This is an optimization exercise on Yosys and OpenROAD, whose aim is small area and a short achievable clock period, not a production implementation. Function was checked by simulation only, so behaviour that the tests miss may differ from the original. No driver is modelled on the clock port, so clocking that relies on it looks cheaper here than on a real chip. Power figures rest on the tool's default switching activity, not on a simulated workload.

==> flow/design.v <==
`default_nettype none
package coeff_regs_pkg;
  localparam int ADDR_W = 8;
  localparam int DATA_W = 16;
  localparam int IIR_STAGES = 8;
  localparam int FIR_TAPS   = 32;
  localparam int STAGE_W = $clog2(IIR_STAGES);
  localparam int INDEX_W = $clog2(FIR_TAPS);
  localparam logic [ADDR_W-1:0] A1_BASE = 8'h00;
  localparam logic [ADDR_W-1:0] A2_BASE = 8'h10;
  localparam logic [ADDR_W-1:0] B0_BASE = 8'h20;
  localparam logic [ADDR_W-1:0] B1_BASE = 8'h30;
  localparam logic [ADDR_W-1:0] B2_BASE = 8'h40;
  localparam logic [ADDR_W-1:0] FIR_BASE = 8'h50;
  localparam logic [ADDR_W-1:0] CTRL_ADDR = 8'hF0;
  typedef logic [DATA_W-1:0] coeff_t;
  typedef enum logic [2:0] {
    REGION_A1,
    REGION_A2,
    REGION_B0,
    REGION_B1,
    REGION_B2,
    REGION_FIR,
    REGION_CTRL,
    REGION_NONE
  } coeff_region_e;
endpackage
`default_nettype wire
`timescale 1ns/100ps
`default_nettype none
module coeff_addr_decode (
  input  logic [7:0]  address,
  input  logic        enable,
  output logic [71:0] sel,
  output logic [71:0] sel_n,
  output logic        ctrl,
  output logic        ctrl_n
);
  always_comb begin
    for (int w = 0; w < 72; w++) begin
      if (w < 40) sel[w] = enable && address == 8'((w / 8) * 16 + (w % 8));
      else        sel[w] = enable && address == 8'(8'h50 + (w - 40));
    end
    ctrl = enable && address == 8'hF0;
  end
  assign sel_n  = ~sel;
  assign ctrl_n = ~ctrl;
endmodule
`default_nettype wire
`timescale 1ns/100ps
`default_nettype none
module coeff_store (
  input  logic                clk,
  input  logic                rst_n,
  input  logic [71:0]         we,
  input  logic [71:0]         we_n,
  input  logic                we_ctrl,
  input  logic                we_ctrl_n,
  input  logic [15:0]         write_data,
  output logic [71:0][15:0]   words,
  output logic                filter_select
);
  always_ff @(posedge clk or negedge rst_n) begin
    if (~rst_n) begin
      words <= '0;
    end else begin
      for (int w = 0; w < 72; w++)
        words[w] <= ({16{we[w]}} & write_data) | ({16{we_n[w]}} & words[w]);
    end
  end
  always_ff @(posedge clk or negedge rst_n) begin
    if (~rst_n) begin
      filter_select <= 1'b0;
    end else begin
      filter_select <= (we_ctrl & write_data[0]) | (we_ctrl_n & filter_select);
    end
  end
endmodule
`default_nettype wire
`timescale 1ns/100ps
`default_nettype none
module coeff_rb_aoi3 (
  input  logic [2:0]       sel,
  input  logic [2:0][15:0] words,
  output logic [15:0]      y_n
);
  assign y_n = ~(({16{sel[0]}} & words[0]) |
                 ({16{sel[1]}} & words[1]) |
                 ({16{sel[2]}} & words[2]));
endmodule
module coeff_rb_nand3 (
  input  logic [2:0][15:0] a_n,
  output logic [15:0]      y
);
  assign y = ~(a_n[0] & a_n[1] & a_n[2]);
endmodule
module coeff_rb_nor2 (
  input  logic [1:0][15:0] a,
  output logic [15:0]      y_n
);
  assign y_n = ~(a[0] | a[1]);
endmodule
module coeff_readback (
  input  logic                clk,
  input  logic                rst_n,
  input  logic [71:0]         sel,
  input  logic                sel_ctrl,
  input  logic [71:0][15:0]   words,
  input  logic                filter_select,
  output logic [15:0]         read_data
);
  logic [23:0][15:0] t1_n;
  logic [7:0][15:0]  t2;
  logic [3:0][15:0]  t3_n;
  logic [15:0]       read_next;
  for (genvar g = 0; g < 24; g++) begin : g_l1
    coeff_rb_aoi3 u_aoi (
      .sel   (sel[3*g+2:3*g]),
      .words (words[3*g+2:3*g]),
      .y_n   (t1_n[g])
    );
  end
  for (genvar g = 0; g < 8; g++) begin : g_l2
    coeff_rb_nand3 u_nand (
      .a_n (t1_n[3*g+2:3*g]),
      .y   (t2[g])
    );
  end
  for (genvar g = 0; g < 4; g++) begin : g_l3
    coeff_rb_nor2 u_nor (
      .a   (t2[2*g+1:2*g]),
      .y_n (t3_n[g])
    );
  end
  always_comb begin
    read_next    = ~(t3_n[0] & t3_n[1] & t3_n[2] & t3_n[3]);
    read_next[0] = read_next[0] | (sel_ctrl & filter_select);
  end
  always_ff @(posedge clk or negedge rst_n) begin
    if (~rst_n) begin
      read_data <= '0;
    end else begin
      read_data <= read_next;
    end
  end
endmodule
`default_nettype wire
`timescale 1ns/100ps
`default_nettype none
module coeff_ctrl_regs (
  input  logic                                   clk,
  input  logic                                   rst_n,
  input  logic [coeff_regs_pkg::ADDR_W-1:0]      write_address,
  input  coeff_regs_pkg::coeff_t                 write_data,
  input  logic                                   write_en,
  input  logic [coeff_regs_pkg::ADDR_W-1:0]      read_address,
  output coeff_regs_pkg::coeff_t                 read_data,
  output coeff_regs_pkg::coeff_t [coeff_regs_pkg::IIR_STAGES-1:0] coeff_a1,
  output coeff_regs_pkg::coeff_t [coeff_regs_pkg::IIR_STAGES-1:0] coeff_a2,
  output coeff_regs_pkg::coeff_t [coeff_regs_pkg::IIR_STAGES-1:0] coeff_b0,
  output coeff_regs_pkg::coeff_t [coeff_regs_pkg::IIR_STAGES-1:0] coeff_b1,
  output coeff_regs_pkg::coeff_t [coeff_regs_pkg::IIR_STAGES-1:0] coeff_b2,
  output coeff_regs_pkg::coeff_t [coeff_regs_pkg::FIR_TAPS-1:0]   fir_coeff,
  output logic                                   filter_select
);
  logic [71:0]       we, we_n, rsel, rsel_n;
  logic              we_ctrl, we_ctrl_n, rsel_ctrl, rsel_ctrl_n;
  logic [71:0][15:0] words;
  coeff_addr_decode u_write_decode (
    .address (write_address),
    .enable  (write_en),
    .sel     (we),
    .sel_n   (we_n),
    .ctrl    (we_ctrl),
    .ctrl_n  (we_ctrl_n)
  );
  coeff_addr_decode u_read_decode (
    .address (read_address),
    .enable  (1'b1),
    .sel     (rsel),
    .sel_n   (rsel_n),
    .ctrl    (rsel_ctrl),
    .ctrl_n  (rsel_ctrl_n)
  );
  coeff_store u_store (
    .clk           (clk),
    .rst_n         (rst_n),
    .we            (we),
    .we_n          (we_n),
    .we_ctrl       (we_ctrl),
    .we_ctrl_n     (we_ctrl_n),
    .write_data    (write_data),
    .words         (words),
    .filter_select (filter_select)
  );
  coeff_readback u_readback (
    .clk           (clk),
    .rst_n         (rst_n),
    .sel           (rsel),
    .sel_ctrl      (rsel_ctrl),
    .words         (words),
    .filter_select (filter_select),
    .read_data     (read_data)
  );
  assign coeff_a1  = words[7:0];
  assign coeff_a2  = words[15:8];
  assign coeff_b0  = words[23:16];
  assign coeff_b1  = words[31:24];
  assign coeff_b2  = words[39:32];
  assign fir_coeff = words[71:40];
endmodule
`default_nettype wire
export LEC_CHECK = 0
export CAP_MARGIN = 30
export CORE_MARGIN = 2
export CORE_UTILIZATION = 40
export CTS_CLUSTER_DIAMETER = 100
export CTS_CLUSTER_SIZE = 20
export SETUP_SLACK_MARGIN = 2.5
export SLEW_MARGIN = 50
export SYNTH_HIERARCHICAL = 1
export TNS_END_PERCENT = 0
create_clock -name core_clock -period 5.0 [get_ports {clk}]
standard.sh (not shown) runs the stock make flow with config.mk's settings and CLKGATE_MAP_FILE= SYNTH_SCRIPT=/design/flow/synth_recipe.tcl, a recipe that flattens the netlist after the stock synthesis.
==> flow/flow/run.sh <==
#!/bin/bash
# Standard layout, with the output port buffers made from the smallest plain
# buffer and the input port buffers from buf_4, and one more setup repair pass
# after clock tree synthesis.
set -euo pipefail
HERE=$(cd "$(dirname "${BASH_SOURCE[0]}")" && pwd)
export BUFFER_PORTS_ARGS="-outputs -buffer_cell sky130_fd_sc_hd__buf_1"
export POST_GLOBAL_PLACE_TCL="$HERE/post_gpl.tcl"
export POST_CTS_TCL="$HERE/post_cts.tcl"
bash standard.sh "BUFFER_PORTS_ARGS=$BUFFER_PORTS_ARGS" "POST_GLOBAL_PLACE_TCL=$POST_GLOBAL_PLACE_TCL" \
  "POST_CTS_TCL=$POST_CTS_TCL" finish > standard.log 2>&1
==> flow/flow/post_cts.tcl <==
# Extra setup repair after clock tree synthesis, free to change cell footprints.
log_cmd repair_timing -setup -setup_margin $::env(SETUP_SLACK_MARGIN) -repair_tns $::env(TNS_END_PERCENT) -verbose
detailed_placement
check_placement -verbose
==> flow/flow/post_gpl.tcl <==
# Input ports get a stronger buffer than the output ports: each input fans out
# across the whole block.
buffer_ports -inputs -buffer_cell sky130_fd_sc_hd__buf_4
==> next run, changes <==
--- a/flow/design.v
+++ b/flow/design.v
@@ -126,16 +126,17 @@
       .y   (t2[g])
     );
   end
-  for (genvar g = 0; g < 4; g++) begin : g_l3
+  for (genvar g = 1; g < 4; g++) begin : g_l3
     coeff_rb_nor2 u_nor (
       .a   (t2[2*g+1:2*g]),
       .y_n (t3_n[g])
     );
   end
   always_comb begin
-    read_next    = ~(t3_n[0] & t3_n[1] & t3_n[2] & t3_n[3]);
-    read_next[0] = read_next[0] | (sel_ctrl & filter_select);
-  end
+    t3_n[0]    = ~(t2[0] | t2[1]);
+    t3_n[0][0] = ~(t2[0][0] | t2[1][0] | (sel_ctrl & filter_select));
+  end
+  assign read_next = ~(t3_n[0] & t3_n[1] & t3_n[2] & t3_n[3]);
   always_ff @(posedge clk or negedge rst_n) begin
     if (~rst_n) begin
       read_data <= '0;
The new run ran to the end with no violations.
Via count climbs by about 0.9%.
Routed wire length shrinks by about 0.8%.
Total power climbs by 0.40%.
Clock power hardly moves.
Hold slack gets worse by 0.033 ns.
Final area goes up by about 1.8%.
Utilization went up by 0.86 points.
Register-to-register slack barely changes.
Worst setup slack is worse by 0.055 ns.
Synthesized area is unchanged.
Non-clock buffer count grows by 38.
Synthesized cell count does not change.
Global-route usage drops by 0.40 points.
Sequential power is about the same.

[static timing again, ports no longer ideal]
The flow's constraints put no driver on any port. The routed layouts listed below were extracted and timed again, unchanged, in two steps.
Step 1 assumes that a clkbuf_16 drives the clock port and a buf_2 every other input.
Step 2 moves the port delays by t, midway between the first and last clock arrival at a register: inputs arrive t later, outputs are due t later. That takes back most of the time a late clock gives input paths.
Slacks: no drivers / after step 1 / after step 2; pairs: no drivers / after step 1.
| run | shift t [ns] | setup slack, ns | worst register clock-pin slew, ns |
|---|---|---|---|
| the first run | 0.758 | 2.232 / 2.272 / 1.514 | 0.10 / 0.10 |
| the second run | 0.762 | 2.177 / 2.231 / 1.470 | 0.10 / 0.10 |
After both steps every run listed still meets setup and hold. The setup slack of the first run, which loses most, moves by +0.040 ns with the drivers and by -0.718 ns with both steps.
